Background: an optimization exercise with open tools, aiming at small area. Do not read the settings as production practice. Function was checked by simulation only, so behaviour that the tests miss may differ from the original. Power figures rest on the tool's default switching activity, not on a simulated workload.

## bp_top
module bp_top (
	input logic clk,
	input logic rst_n,
	input bp_pkg::alu_op_t i_alu_op,
	input bp_pkg::pc_t i_pc,
	input bp_pkg::pc_t i_imm,
	input logic i_resolve,
	input logic i_taken,
	output logic o_pred_taken,
	output bp_pkg::pc_t o_next_pc
);
	logic [15:0] hist_q;
	logic [1:0] base_q [64];
	logic [31:0] t1_v_q;
	logic [3:0] t1_tag_q [32];
	logic [2:0] t1_ctr_q [32];
	logic [31:0] t2_v_q;
	logic [3:0] t2_tag_q [32];
	logic [2:0] t2_ctr_q [32];
	logic rec_v_q;
	logic [5:0] rec_base_idx_q;
	logic [4:0] rec_t1_idx_q;
	logic [3:0] rec_t1_tag_q;
	logic [4:0] rec_t2_idx_q;
	logic [3:0] rec_t2_tag_q;
	logic rec_p1_q;    
	logic rec_p2_q;    
	logic [2:0] rec_ctr_q;
	logic [4:0] f1_idx, f2_idx;
	logic [3:0] f1_tag, f2_tag;
	bp_fold u_fold (
		.i_hist(hist_q),
		.o_f1_idx(f1_idx),
		.o_f1_tag(f1_tag),
		.o_f2_idx(f2_idx),
		.o_f2_tag(f2_tag)
	);
	logic [5:0] base_idx;
	logic [4:0] t1_idx, t2_idx;
	logic [3:0] t1_tag, t2_tag;
	assign base_idx = i_pc[7:2];
	assign t1_idx = i_pc[6:2] ^ f1_idx;
	assign t2_idx = i_pc[6:2] ^ f2_idx;
	assign t1_tag = i_pc[10:7] ^ f1_tag;
	assign t2_tag = i_pc[10:7] ^ f2_tag;
	logic [1:0] base_rd;
	logic [2:0] t1_ctr, t2_ctr;
	logic t1_hit, t2_hit;
	logic [31:0] t1_sel, t2_sel;
	logic [255:0] t1_flat, t2_flat;
	logic [7:0] t1_ent, t2_ent;
	always_comb begin
		for (int i = 0; i < 32; i++) begin
			t1_flat[i*8 +: 8] = {t1_v_q[i], t1_tag_q[i], t1_ctr_q[i]};
			t2_flat[i*8 +: 8] = {t2_v_q[i], t2_tag_q[i], t2_ctr_q[i]};
		end
	end
	bp_dec5 u_t1_dec (.i_a(i_pc[6:2]), .i_b(f1_idx), .o_y(t1_sel));
	bp_dec5 u_t2_dec (.i_a(i_pc[6:2]), .i_b(f2_idx), .o_y(t2_sel));
	logic [7:0] t1_ent_n, t2_ent_n;
	bp_aor32n u_t1_rd (.i_sel(t1_sel), .i_d(t1_flat), .o_yn(t1_ent_n));
	bp_aor32n u_t2_rd (.i_sel(t2_sel), .i_d(t2_flat), .o_yn(t2_ent_n));
	assign t1_ent = ~t1_ent_n;
	assign t2_ent = ~t2_ent_n;
	logic [63:0] base_sel;
	logic [127:0] base_flat;
	always_comb begin
		for (int i = 0; i < 64; i++)
			base_flat[i*2 +: 2] = base_q[i];
	end
	bp_dec6 u_base_dec (.i_a(base_idx), .o_y(base_sel));
	bp_aor64 u_base_rd (.i_sel(base_sel), .i_d(base_flat), .o_y(base_rd));
  ...
Size: roughly 2,200 cells after synthesis, roughly 0.029 sq mm of cells after synthesis.
clock: 7.0 ns
lec_check: 0
cap_margin: 5
core_margin: 2
core_utilization: 65
cts_buf_list: sky130_fd_sc_hd__clkbuf_16
cts_cluster_diameter: 80
cts_cluster_size: 30
gpl_timing_driven: 0
setup_slack_margin: 0.05
slew_margin: 5
synth_hierarchical: 1
standard.sh (not shown) runs the stock make flow with config.mk's settings and CLKGATE_MAP_FILE= SYNTH_SCRIPT=/design/flow/synth_recipe.tcl, a recipe that flattens the netlist after the stock synthesis.
==> flow/flow/run.sh <==
#!/bin/bash
# Standard ORFS layout with three changes: yosys/abc buffers are removed at floorplan
# (repair_design re-buffers what needs it), ports get the smallest buffer cell, and
# CTS adds no dummy loads. Each tool's output stays in orfs/logs; make's own output
# goes to standard.log.
set -euo pipefail
export REMOVE_ABC_BUFFERS=1
export RECOVER_POWER=100
export POST_GLOBAL_ROUTE_TCL="$PWD/flow/post_grt.tcl"
export BUFFER_PORTS_ARGS="-buffer_cell sky130_fd_sc_hd__buf_1"
export CTS_ARGS="-sink_clustering_enable -repair_clock_nets -sink_clustering_size 34 -sink_clustering_max_diameter 75 -buf_list sky130_fd_sc_hd__clkbuf_16 -dont_use_dummy_load"
bash standard.sh > standard.log 2>&1
==> flow/flow/post_grt.tcl <==
# After power recovery has downsized gates with slack, fix any slew or load
# that the downsizing pushed over the limits, then setup timing again.
global_route -start_incremental
repair_design -slew_margin 5 -cap_margin 5 -match_cell_footprint -verbose
detailed_placement
global_route -end_incremental
estimate_parasitics -global_routing
global_route -start_incremental
repair_timing -setup -setup_margin 0.05 -match_cell_footprint -verbose
detailed_placement
global_route -end_incremental
estimate_parasitics -global_routing
The baseline produced a clean layout.
==> next run, changes <==
--- a/flow/flow/run.sh
+++ b/flow/flow/run.sh
@@ -9,4 +9,4 @@
 export POST_GLOBAL_ROUTE_TCL="$PWD/flow/post_grt.tcl"
 export BUFFER_PORTS_ARGS="-buffer_cell sky130_fd_sc_hd__buf_1"
-export CTS_ARGS="-sink_clustering_enable -repair_clock_nets -sink_clustering_size 34 -sink_clustering_max_diameter 75 -buf_list sky130_fd_sc_hd__clkbuf_16 -dont_use_dummy_load"
+export CTS_ARGS="-sink_clustering_enable -repair_clock_nets -sink_clustering_size 30 -sink_clustering_max_diameter 80 -buf_list sky130_fd_sc_hd__clkbuf_16 -dont_use_dummy_load"
 bash standard.sh > standard.log 2>&1
Settings changed: GPL_ROUTABILITY_DRIVEN from default to 0.
What happened:
- The new run went through all stages and came out clean
- via count shrinks slightly
- first-iteration DRC count shrinks slightly
- final area shrinks slightly
- final cell count shrinks slightly
- register-to-register slack gains 0.10 ns
- combinational power shrinks by a few percent
- wire length shrinks slightly
- setup slack gains 0.0050 ns
- global-route usage shrinks by 0.35 points
- sequential share of layout area grows by 0.40 points
- utilization shrinks by 0.44 points
==> next run, changes <==
--- a/flow/flow/run.sh
+++ b/flow/flow/run.sh
@@ -9,4 +9,4 @@
 export POST_GLOBAL_ROUTE_TCL="$PWD/flow/post_grt.tcl"
 export BUFFER_PORTS_ARGS="-buffer_cell sky130_fd_sc_hd__buf_1"
-export CTS_ARGS="-sink_clustering_enable -repair_clock_nets -sink_clustering_size 30 -sink_clustering_max_diameter 80 -buf_list sky130_fd_sc_hd__clkbuf_16 -dont_use_dummy_load"
+export CTS_ARGS="-sink_clustering_enable -repair_clock_nets -sink_clustering_size 34 -sink_clustering_max_diameter 75 -buf_list sky130_fd_sc_hd__clkbuf_16 -dont_use_dummy_load"
 bash standard.sh > standard.log 2>&1
Settings changed: CORE_UTILIZATION 65 to 60, GPL_ROUTABILITY_DRIVEN 0 to default.
=>
- global-route usage is lower by 0.93 points
- cell area is higher by 0.45%
- maximum frequency is higher by 0.71%
- total power is higher by 1.3%
- first-iteration DRC count is lower by 11%
==> next run, changes <==
--- a/flow/flow/run.sh
+++ b/flow/flow/run.sh
@@ -9,4 +9,4 @@
 export POST_GLOBAL_ROUTE_TCL="$PWD/flow/post_grt.tcl"
 export BUFFER_PORTS_ARGS="-buffer_cell sky130_fd_sc_hd__buf_1"
-export CTS_ARGS="-sink_clustering_enable -repair_clock_nets -sink_clustering_size 34 -sink_clustering_max_diameter 75 -buf_list sky130_fd_sc_hd__clkbuf_16 -dont_use_dummy_load"
+export CTS_ARGS="-sink_clustering_enable -repair_clock_nets -sink_clustering_size 30 -sink_clustering_max_diameter 80 -buf_list sky130_fd_sc_hd__clkbuf_16 -dont_use_dummy_load"
 bash standard.sh > standard.log 2>&1
--- a/flow/flow/post_grt.tcl
+++ b/flow/flow/post_grt.tcl
@@ -7,5 +7,5 @@
 estimate_parasitics -global_routing
 global_route -start_incremental
-repair_timing -setup -setup_margin 0.05 -match_cell_footprint -verbose
+repair_timing -setup -setup_margin 0.02 -match_cell_footprint -verbose
 detailed_placement
 global_route -end_incremental
Settings changed: CORE_UTILIZATION 60 to 65, SETUP_SLACK_MARGIN 0.05 to 0.02.
Result: The changed run produced a clean layout; register-to-register slack gets better by 0.07 ns; design area came out lower slightly; maximum frequency decreases slightly; synthesized cell count stays the same; critical path depth shrinks by 3.
==> next run, changes <==
--- a/flow/flow/post_grt.tcl
+++ b/flow/flow/post_grt.tcl
@@ -7,5 +7,5 @@
 estimate_parasitics -global_routing
 global_route -start_incremental
-repair_timing -setup -setup_margin 0.02 -match_cell_footprint -verbose
+repair_timing -setup -setup_margin 0.05 -match_cell_footprint -verbose
 detailed_placement
 global_route -end_incremental
Settings changed: PLACE_DENSITY from default to 0.9, SETUP_SLACK_MARGIN 0.02 to 0.05.
Effect: The new run ran to the end with violations: negative setup slack; total power climbs by 1.3%; sequential cell count does not change; clock power stays flat; synthesized cell count is unchanged; area after synthesis does not change; worst setup slack is worse by 0.12 ns; wire length climbs by 6.4%; global-route usage climbs by 1.5 points; clock-buffer cell count drops by 1; via count climbs by about 5.5%; sequential share of layout area barely changes.

port drivers added, routing unchanged:
In the flow no input, the clock included, has a driving cell. The finished layouts below were timed again as built, in two steps. Step 1: set_driving_cell puts a clkbuf_16 on clk and a buf_2 on each other input, an assumption about the parent block. Step 2 also shifts input and output timing later by t, the mid clock arrival at the registers, as if the neighbouring blocks saw the same clock. Slacks: ideal / step 1 / step 2; pairs: ideal / step 1.
run	t (ns)	setup WS [ns]	worst hold slack (ns)	worst data-port slew with drivers (ns)
the first run	0.617	0.091 / 0.053 / 0.053	0.471 / 0.471 / 0.471	0.09
the second run	0.648	0.096 / 0.072 / 0.072	0.473 / 0.473 / 0.473	0.10
the third run	0.611	0.145 / 0.123 / 0.123	0.471 / 0.471 / 0.471	0.08
the fourth run	0.651	0.084 / 0.030 / 0.053	0.474 / 0.474 / 0.474	0.09
the fifth run	0.659	-0.034 / -0.073 / -0.073	0.470 / 0.470 / 0.470	0.12
For the fifth run, which loses most, drivers alone change the setup slack by -0.039 ns; drivers and shift together by -0.039 ns.
